This is an optimization exercise on Yosys and OpenROAD, whose aim is small area, a short achievable clock period and few clock cycles per item, not a production implementation. RTL that was checked went through simulation tests only; none was proved equivalent to the original. Power figures rest on the tool's default switching activity, not on a simulated workload.

==> 12-25 <==
// goldschmidt_ctrl
module goldschmidt_ctrl #(
    parameter int ITERS = 5
) (
    input  logic        clk,
    input  logic        rst_n,
    input  logic        start,
    input  logic [15:0] n,
    input  logic [15:0] d,
    output logic        busy,
    output logic        done,
    output logic [15:0] q,
    output logic        dbz
);
    logic [15:0] dr;
    logic [15:0] rr;
    logic [15:0] qr;
    logic [2:0] cnt;
    logic        satr;
    logic        sat;
    logic [2:0] cnt0;
    logic [31:0] ld;
    assign sat = (n[15:8] >= d);
    always_comb begin
        ld   = 32'(n) << 8;
        cnt0 = 3'd7;
        if ((|d[15:12])) begin
            ld   = 32'(n) << 12;
            cnt0 = 3'd5;
        end
        if ((|d[15:14])) begin
            ld   = 32'(n) << 14;
            cnt0 = 3'd4;
        end
    end
    logic [17:0] wv;
    logic [18:0] t1, t2, t3;
    logic        s1, s2, s3;
    logic [15:0] rn;
    logic [1:0]  qd;
    assign wv = {rr, qr[15:14]};
    assign t1 = {1'b0, wv} - {3'b0, dr};
    assign t2 = {1'b0, wv} - {2'b0, dr, 1'b0};
    logic [18:0] ca, cb, cs, cm, cc;
    assign ca = ~{3'b0, dr};
    assign cb = ~{2'b0, dr, 1'b0};
    assign cs = {1'b0, wv} ^ ca ^ cb;
    assign cm = ({1'b0, wv} & ca) | ({1'b0, wv} & cb) | (ca & cb);
    assign cc = {cm[17:0], 1'b0};
    assign t3 = cs + cc + 19'd2;
    assign s1 = ~t1[18];
    assign s2 = ~t2[18];
    assign s3 = ~t3[18];
    assign qd = {s2, s3 | (s1 & ~s2)};
    always_comb begin
        if (s3)      rn = t3[15:0];
        else if (s2) rn = t2[15:0];
        else if (s1) rn = t1[15:0];
        else         rn = wv[15:0];
    end
    assign q = qr | {16{satr}};
    always_ff @(posedge clk) begin
        if (!rst_n) begin
            busy <= 1'b0;
            done <= 1'b0;
        end else begin
            done <= 1'b0;
            if (!busy) begin
                if (start) begin
                    if (sat) done <= 1'b1;
                    else     busy <= 1'b1;
                end
            end else if (cnt == '0) begin
                busy <= 1'b0;
                done <= 1'b1;
            end
        end
    end
    always_ff @(posedge clk) begin
        if (!busy) begin
            dr   <= d;
            rr   <= ld[31:16];
            qr   <= ld[15:0];
            cnt  <= cnt0;
            satr <= sat;
            dbz  <= (d == 16'd0);
        end else begin
            rr   <= rn;
  ...
==> module goldschmidt_ctrl, before the edit <==
module goldschmidt_ctrl #(
    parameter int ITERS = 5
) (
    input  logic        clk,
    input  logic        rst_n,
    input  logic        start,
    input  logic [15:0] n,
    input  logic [15:0] d,
    output logic        busy,
    output logic        done,
    output logic [15:0] q,
    output logic        dbz
);
    logic [15:0] dr;
    logic [15:0] rr;
    logic [15:0] qr;
    logic [2:0] cnt;
    logic        satr;
    logic        sat;
    logic [2:0] cnt0;
    logic [31:0] ld;
    assign sat = (n[15:8] >= d);
    always_comb begin
        ld   = 32'(n) << 8;
        cnt0 = 3'd7;
        if ((|d[15:12])) begin
            ld   = 32'(n) << 12;
            cnt0 = 3'd5;
        end
        if ((|d[15:14])) begin
            ld   = 32'(n) << 14;
            cnt0 = 3'd4;
        end
    end
    logic [17:0] wv;
    logic [18:0] t1, t2, t3;
    logic        s1, s2, s3;
    logic [15:0] rn;
    logic [1:0]  qd;
    assign wv = {rr, qr[15:14]};
    assign t1 = {1'b0, wv} - {3'b0, dr};
    assign t2 = {1'b0, wv} - {2'b0, dr, 1'b0};
    logic [18:0] ca, cb, cs, cm, cc;
    assign ca = ~{3'b0, dr};
    assign cb = ~{2'b0, dr, 1'b0};
    assign cs = {1'b0, wv} ^ ca ^ cb;
    assign cm = ({1'b0, wv} & ca) | ({1'b0, wv} & cb) | (ca & cb);
    assign cc = {cm[17:0], 1'b0};
    assign t3 = cs + cc + 19'd2;
    assign s1 = ~t1[18];
    assign s2 = ~t2[18];
    assign s3 = ~t3[18];
    assign qd = {s2, s3 | (s1 & ~s2)};
    always_comb begin
        if (s3)      rn = t3[15:0];
        else if (s2) rn = t2[15:0];
        else if (s1) rn = t1[15:0];
        else         rn = wv[15:0];
    end
    assign q = qr | {16{satr}};
    always_ff @(posedge clk) begin
        if (!rst_n) begin
            busy <= 1'b0;
            done <= 1'b0;
        end else begin
            done <= 1'b0;
            if (!busy) begin
                if (start) begin
                    if (sat) done <= 1'b1;
                    else     busy <= 1'b1;
                end
            end else if (cnt == '0) begin
                busy <= 1'b0;
                done <= 1'b1;
            end
        end
    end
    always_ff @(posedge clk) begin
        if (!busy) begin
            dr   <= d;
            rr   <= ld[31:16];
            qr   <= ld[15:0];
            cnt  <= cnt0;
            satr <= sat;
            dbz  <= (d == 16'd0);
        end else begin
            rr   <= rn;
            qr   <= {qr[13:0], qd};
            cnt  <= cnt - 1'b1;
            satr <= 1'b0;
            dbz  <= 1'b0;
        end
    end
endmodule
==> flow/config.mk <==
export PLATFORM = sky130hd
export DESIGN_NAME = goldschmidt_ctrl
export DESIGN_NICKNAME = goldschmidt_ctrl
export VERILOG_FILES = /design/flow/design.v
export SDC_FILE = /design/flow/constraint.sdc
export NUM_CORES = 4
export LEC_CHECK = 0
export CAP_MARGIN = 20
export CORE_MARGIN = 2
export CORE_UTILIZATION = 40
export SLEW_MARGIN = 20
export BUFFER_PORTS_ARGS = -buffer_cell sky130_fd_sc_hd__buf_1
==> flow/constraint.sdc <==
create_clock -name core_clock -period 11.5 [get_ports {clk}]
set_input_delay 2.3000 -clock core_clock [delete_from_list [all_inputs] [get_ports {clk}]]
set_output_delay 2.3000 -clock core_clock [all_outputs]
set_load 0.01 [all_outputs]
standard.sh (not shown) runs the stock make flow with config.mk's settings and CLKGATE_MAP_FILE= SYNTH_SCRIPT=/design/flow/synth_recipe.tcl, a recipe that flattens the netlist after the stock synthesis.
==> flow/flow/run.sh <==
#!/bin/bash
set -euo pipefail
echo 'export BUFFER_PORTS_ARGS = -buffer_cell sky130_fd_sc_hd__buf_1' >> "$FLOW_CONFIG"
bash standard.sh > standard.log 2>&1
==> 11-14 (differences from 12-25) <==
--- a/flow/design.v
+++ b/flow/design.v
@@ -21,3 +21,5 @@
     logic [31:0] ld;
-    assign sat = (n[15:8] >= d);
+    logic [8:0] st;
+    assign st  = {1'b0, n[15:8]} - {1'b0, d[7:0]};
+    assign sat = ~st[8] & ~|d[15:8];
     always_comb begin
@@ -25,2 +27,6 @@
         cnt0 = 3'd7;
+        if ((|d[15:10])) begin
+            ld   = 32'(n) << 10;
+            cnt0 = 3'd6;
+        end
         if ((|d[15:12])) begin
@@ -42,9 +48,3 @@
     assign t2 = {1'b0, wv} - {2'b0, dr, 1'b0};
-    logic [18:0] ca, cb, cs, cm, cc;
-    assign ca = ~{3'b0, dr};
-    assign cb = ~{2'b0, dr, 1'b0};
-    assign cs = {1'b0, wv} ^ ca ^ cb;
-    assign cm = ({1'b0, wv} & ca) | ({1'b0, wv} & cb) | (ca & cb);
-    assign cc = {cm[17:0], 1'b0};
-    assign t3 = cs + cc + 19'd2;
+    assign t3 = {1'b0, wv} - ({3'b0, dr} + {2'b0, dr, 1'b0});
     assign s1 = ~t1[18];
==> flow/flow/run.sh (replaced) <==
#!/bin/bash
set -euo pipefail
echo 'export BUFFER_PORTS_ARGS = -buffer_cell sky130_fd_sc_hd__buf_1' >> "$FLOW_CONFIG"
echo 'export SETUP_SLACK_MARGIN = 8.1' >> "$FLOW_CONFIG"
bash standard.sh > standard.log 2>&1
--- a/flow/config.mk
+++ b/flow/config.mk
@@ -9,4 +9,5 @@
 export CORE_MARGIN = 2
-export CORE_UTILIZATION = 40
+export CORE_UTILIZATION = 65
 export SLEW_MARGIN = 20
 export BUFFER_PORTS_ARGS = -buffer_cell sky130_fd_sc_hd__buf_1
+export SETUP_SLACK_MARGIN = 8.1
==> comparison <==
12-25 finished with timing, DRC and antenna clean. 11-14 finished with timing, DRC and antenna clean.
In 11-14 the non-clock buffer count is higher than in 12-25, by 17.
In 11-14 the setup slack is better than in 12-25, by 0.74 ns.
Between 12-25 and 11-14, the lower core utilization is in 12-25 (gap 31 points).
Against 11-14, the final area of 12-25 is smaller by about 0.5%.
Function was not checked in any run of this note: the RTL went through the layout flow alone.

---

==> inputs of exp/maple <==
==> flow/design.v <==
module goldschmidt_ctrl #(
    parameter int ITERS = 5
) (
    input  logic        clk,
    input  logic        rst_n,
    input  logic        start,
    input  logic [15:0] n,
    input  logic [15:0] d,
    output logic        busy,
    output logic        done,
    output logic [15:0] q,
    output logic        dbz
);
    logic [15:0] dr;
    logic [15:0] rr;
    logic [15:0] qr;
    logic [2:0] cnt;
    logic        satr;
    logic        sat;
    logic [2:0] cnt0;
    logic [31:0] ld;
    logic [8:0] st;
    assign st  = {1'b0, n[15:8]} - {1'b0, d[7:0]};
    assign sat = ~st[8] & ~|d[15:8];
    always_comb begin
        ld   = 32'(n) << 8;
        cnt0 = 3'd7;
        if ((|d[15:12])) begin
            ld   = 32'(n) << 12;
            cnt0 = 3'd5;
        end
        if ((|d[15:14])) begin
            ld   = 32'(n) << 14;
            cnt0 = 3'd4;
        end
        if (((n >> 0) < d)) begin
            ld   = 32'(n) << 16;
            cnt0 = 3'd3;
        end
    end
    logic [17:0] wv;
    logic [18:0] t1, t2, t3;
    logic        s1, s2, s3;
    logic [15:0] rn;
    logic [1:0]  qd;
    assign wv = {rr, qr[15:14]};
    assign t1 = {1'b0, wv} - {3'b0, dr};
    assign t2 = {1'b0, wv} - {2'b0, dr, 1'b0};
    assign t3 = {1'b0, wv} - ({3'b0, dr} + {2'b0, dr, 1'b0});
    assign s1 = ~t1[18];
    assign s2 = ~t2[18];
    assign s3 = ~t3[18];
    assign qd = {s2, s3 | (s1 & ~s2)};
    always_comb begin
        if (s3)      rn = t3[15:0];
        else if (s2) rn = t2[15:0];
        else if (s1) rn = t1[15:0];
        else         rn = wv[15:0];
    end
    assign q = qr | {16{satr}};
    always_ff @(posedge clk) begin
        if (!rst_n) begin
            busy <= 1'b0;
            done <= 1'b0;
        end else begin
            done <= 1'b0;
            if (!busy) begin
                if (start) begin
                    if (sat) done <= 1'b1;
                    else     busy <= 1'b1;
                end
            end else if (cnt == '0) begin
                busy <= 1'b0;
                done <= 1'b1;
            end
        end
    end
    always_ff @(posedge clk) begin
        if (!busy) begin
            dr   <= d;
            rr   <= ld[31:16];
            qr   <= ld[15:0];
            cnt  <= cnt0;
            satr <= sat;
            dbz  <= (d == 16'd0);
        end else begin
            rr   <= rn;
            qr   <= {qr[13:0], qd};
            cnt  <= cnt - 1'b1;
            satr <= 1'b0;
            dbz  <= 1'b0;
        end
    end
endmodule
==> flow/flow/run.sh <==
#!/bin/bash
set -euo pipefail
echo 'export BUFFER_PORTS_ARGS = -buffer_cell sky130_fd_sc_hd__buf_1' >> "$FLOW_CONFIG"
echo 'export SETUP_SLACK_MARGIN = 8.1' >> "$FLOW_CONFIG"
bash standard.sh > standard.log 2>&1
==> flow/standard.sh <==
#!/bin/bash
# synth_recipe.tcl (not shown) runs the flow's synth.tcl, then flattens the netlist and writes it again
# the make line also repeats each setting of config.mk as NAME=value (left out here)
make -C /OpenROAD-flow-scripts/flow DESIGN_CONFIG=/design/flow/config.mk WORK_HOME=/design/flow/orfs CLKGATE_MAP_FILE= SYNTH_SCRIPT=/design/flow/synth_recipe.tcl "${@:-finish}"
==> flow/config.mk <==
export PLATFORM = sky130hd
export DESIGN_NAME = goldschmidt_ctrl
export DESIGN_NICKNAME = goldschmidt_ctrl
export VERILOG_FILES = /design/flow/design.v
export SDC_FILE = /design/flow/constraint.sdc
export NUM_CORES = 4
export LEC_CHECK = 0
export CAP_MARGIN = 20
export CORE_MARGIN = 2
export CORE_UTILIZATION = 65
export SLEW_MARGIN = 20
export BUFFER_PORTS_ARGS = -buffer_cell sky130_fd_sc_hd__buf_1
export SETUP_SLACK_MARGIN = 8.1
==> flow/constraint.sdc <==
create_clock -name core_clock -period 11.5 [get_ports {clk}]
set_input_delay 2.3000 -clock core_clock [delete_from_list [all_inputs] [get_ports {clk}]]
set_output_delay 2.3000 -clock core_clock [all_outputs]
set_load 0.01 [all_outputs]
==> exp/ember (differences from exp/maple) <==
==> flow/design.v (replaced) <==
module goldschmidt_ctrl #(
    parameter int ITERS = 5
) (
    input  logic        clk,
    input  logic        rst_n,
    input  logic        start,
    input  logic [15:0] n,
    input  logic [15:0] d,
    output logic        busy,
    output logic        done,
    output logic [15:0] q,
    output logic        dbz
);
    localparam int K = 1;
    logic [15:0] dr;
    logic [15:0] rr;
    logic [15:0] qr;
    logic [3:0] cnt;
    logic        sat;
    logic [3:0] cnt0;
    logic [31:0] ld;
    logic [15:0] rn;
    logic [15:0] qn;
    assign sat = (n[15:8] >= d);
    always_comb begin
        ld   = 32'(n) << 8;
        cnt0 = 4'd15;
        if ((|d[15:12])) begin
            ld   = 32'(n) << 12;
            cnt0 = 4'd11;
        end
        if ((|d[15:13])) begin
            ld   = 32'(n) << 13;
            cnt0 = 4'd10;
        end
        if ((|d[15:14])) begin
            ld   = 32'(n) << 14;
            cnt0 = 4'd9;
        end
        if ((|d[15:15])) begin
            ld   = 32'(n) << 15;
            cnt0 = 4'd8;
        end
    end
    always_comb begin
        logic [16:0] t;
        rn = rr;
        qn = qr;
        for (int i = 0; i < K; i++) begin
            t  = {rn, qn[15]} - {1'b0, dr};
            rn = t[16] ? {rn[14:0], qn[15]} : t[15:0];
            qn = {qn[14:0], ~t[16]};
        end
    end
    always_ff @(posedge clk) begin
        if (!rst_n) begin
            busy <= 1'b0;
            done <= 1'b0;
        end else begin
            done <= 1'b0;
            if (!busy) begin
                if (start) begin
                    if (sat) done <= 1'b1;
                    else     busy <= 1'b1;
                end
            end else if (cnt == '0) begin
                busy <= 1'b0;
                done <= 1'b1;
            end
        end
    end
    always_ff @(posedge clk) begin
        if (!busy) begin
            dr  <= d;
            rr  <= ld[31:16];
            qr  <= sat ? 16'hFFFF : ld[15:0];
            cnt <= cnt0;
            dbz <= (d == 16'd0);
        end else begin
            rr  <= rn;
            qr  <= qn;
            cnt <= cnt - 1'b1;
            dbz <= 1'b0;
        end
    end
    assign q = qr;
endmodule
==> flow/run.sh (new file) <==
#!/bin/bash
# synth_recipe.tcl (not shown) runs the flow's synth.tcl, then flattens the netlist and writes it again
# the make line also repeats each setting of config.mk as NAME=value (left out here)
make -C /OpenROAD-flow-scripts/flow DESIGN_CONFIG=/design/flow/config.mk WORK_HOME=/design/flow/orfs CLKGATE_MAP_FILE= SYNTH_SCRIPT=/design/flow/synth_recipe.tcl finish
BUFFER_PORTS_ARGS = default   (was -buffer_cell sky130_fd_sc_hd__buf_1)
CORE_UTILIZATION = 40   (was 65)
SETUP_SLACK_MARGIN = default   (was 8.1)
removed: flow/flow/run.sh
removed: flow/standard.sh
==> exp/pepper (differences from exp/maple) <==
--- a/flow/design.v
+++ b/flow/design.v
@@ -33,8 +33,4 @@
             ld   = 32'(n) << 14;
             cnt0 = 3'd4;
-        end
-        if (((n >> 0) < d)) begin
-            ld   = 32'(n) << 16;
-            cnt0 = 3'd3;
         end
     end
==> flow/flow/run.sh (replaced) <==
#!/bin/bash
set -euo pipefail
echo 'export BUFFER_PORTS_ARGS = -buffer_cell sky130_fd_sc_hd__buf_1' >> "$FLOW_CONFIG"
echo 'export SETUP_SLACK_MARGIN = 7.8' >> "$FLOW_CONFIG"
bash standard.sh > standard.log 2>&1
CORE_UTILIZATION = 40   (was 65)
SETUP_SLACK_MARGIN = 7.8   (was 8.1)
==> run notes <==
- Cell count: exp/pepper is larger than exp/ember (52%).
- Sequential share of layout area, highest first: exp/ember, exp/pepper, exp/maple.
- exp/maple completed without violations. exp/ember produced a clean layout. exp/pepper produced a clean layout.
- Of exp/pepper and exp/maple, exp/maple has the higher combinational power (gap about 10%, measured against exp/maple).
- Against exp/pepper, the fmax of exp/ember is lower by 28%.
- Routed wire length: exp/pepper is larger than exp/ember (84%).
==> figures <==
Result of the run: exp/pepper timing/DRC/antenna clean; exp/ember timing/DRC/antenna clean; exp/maple timing/DRC/antenna clean
Fraction of the mapped netlist area in adder cells: exp/pepper 20.6%; exp/ember 9.57%; exp/maple 22.6%
Syn_nets: exp/pepper 737; exp/ember 468; exp/maple 819
Synth Area per Inst: exp/pepper 8.57 µm²; exp/ember 8.54 µm²; exp/maple 8.45 µm²
Count of fill cells added during filler insertion: exp/pepper 1,313; exp/ember 845; exp/maple 516
Portion of synthesized cell area occupied by the leading cell type: exp/pepper 14.6%; exp/ember 22.5%; exp/maple 16.8%
Horizontal extent of the die: exp/pepper 120 µm; exp/ember 97.2 µm; exp/maple 98.7 µm
Xor/xnor share of the synthesized area: exp/pepper 4.75%; exp/ember 4.57%; exp/maple 5.26%
Largest vdd supply drop: exp/pepper 0.119 mV; exp/ember 0.0785 mV; exp/maple 0.117 mV
Number of well-tap cells placed: exp/pepper 176; exp/ember 108; exp/maple 108
Switching component of the power: exp/pepper 809 µW; exp/ember 258 µW; exp/maple 927 µW
Testbench counts of exp/pepper, summed over its fixed seeds: cycles 13,880, items 2,400.
The RTL of exp/maple and exp/ember was laid out without a check of its function.

-- separate check: timing with driven ports --
In the flow no input, the clock included, has a driving cell. The finished layouts below were timed again as built, in two steps.
Step 1: set_driving_cell puts a clkbuf_16 on clk and a buf_2 on each other input, an assumption about the parent block.
Step 2, shift: input delay + t, output delay - t, t = (earliest + latest rising clock arrival at the registers) / 2. This alone moves slack from input paths to output paths.
Slacks: no drivers / after step 1 / after step 2; pairs: no drivers / after step 1.
| run | t, ns | slack for setup (ns) | worst register clock-pin slew, ns | worst data-port slew with drivers (ns) |
|---|---|---|---|---|
| 12-25 | 0.330 | 7.321 / 7.321 / 7.164 | 0.08 / 0.08 | 0.04 |
| 11-14 | 0.350 | 8.057 / 8.031 / 7.685 | 0.12 / 0.12 | 0.07 |
| exp/maple | 0.352 | 7.404 / 7.379 / 7.028 | 0.12 / 0.12 | 0.07 |
| exp/ember | 0.337 | 6.572 / 6.570 / 6.233 | 0.11 / 0.11 | 0.04 |
| exp/pepper | 0.325 | 7.947 / 7.947 / 7.622 | 0.07 / 0.07 | 0.04 |
After both steps setup and hold are still met in every run listed. The setup slack of exp/maple, which loses most, moves by -0.025 ns with the drivers and by -0.376 ns with both steps.
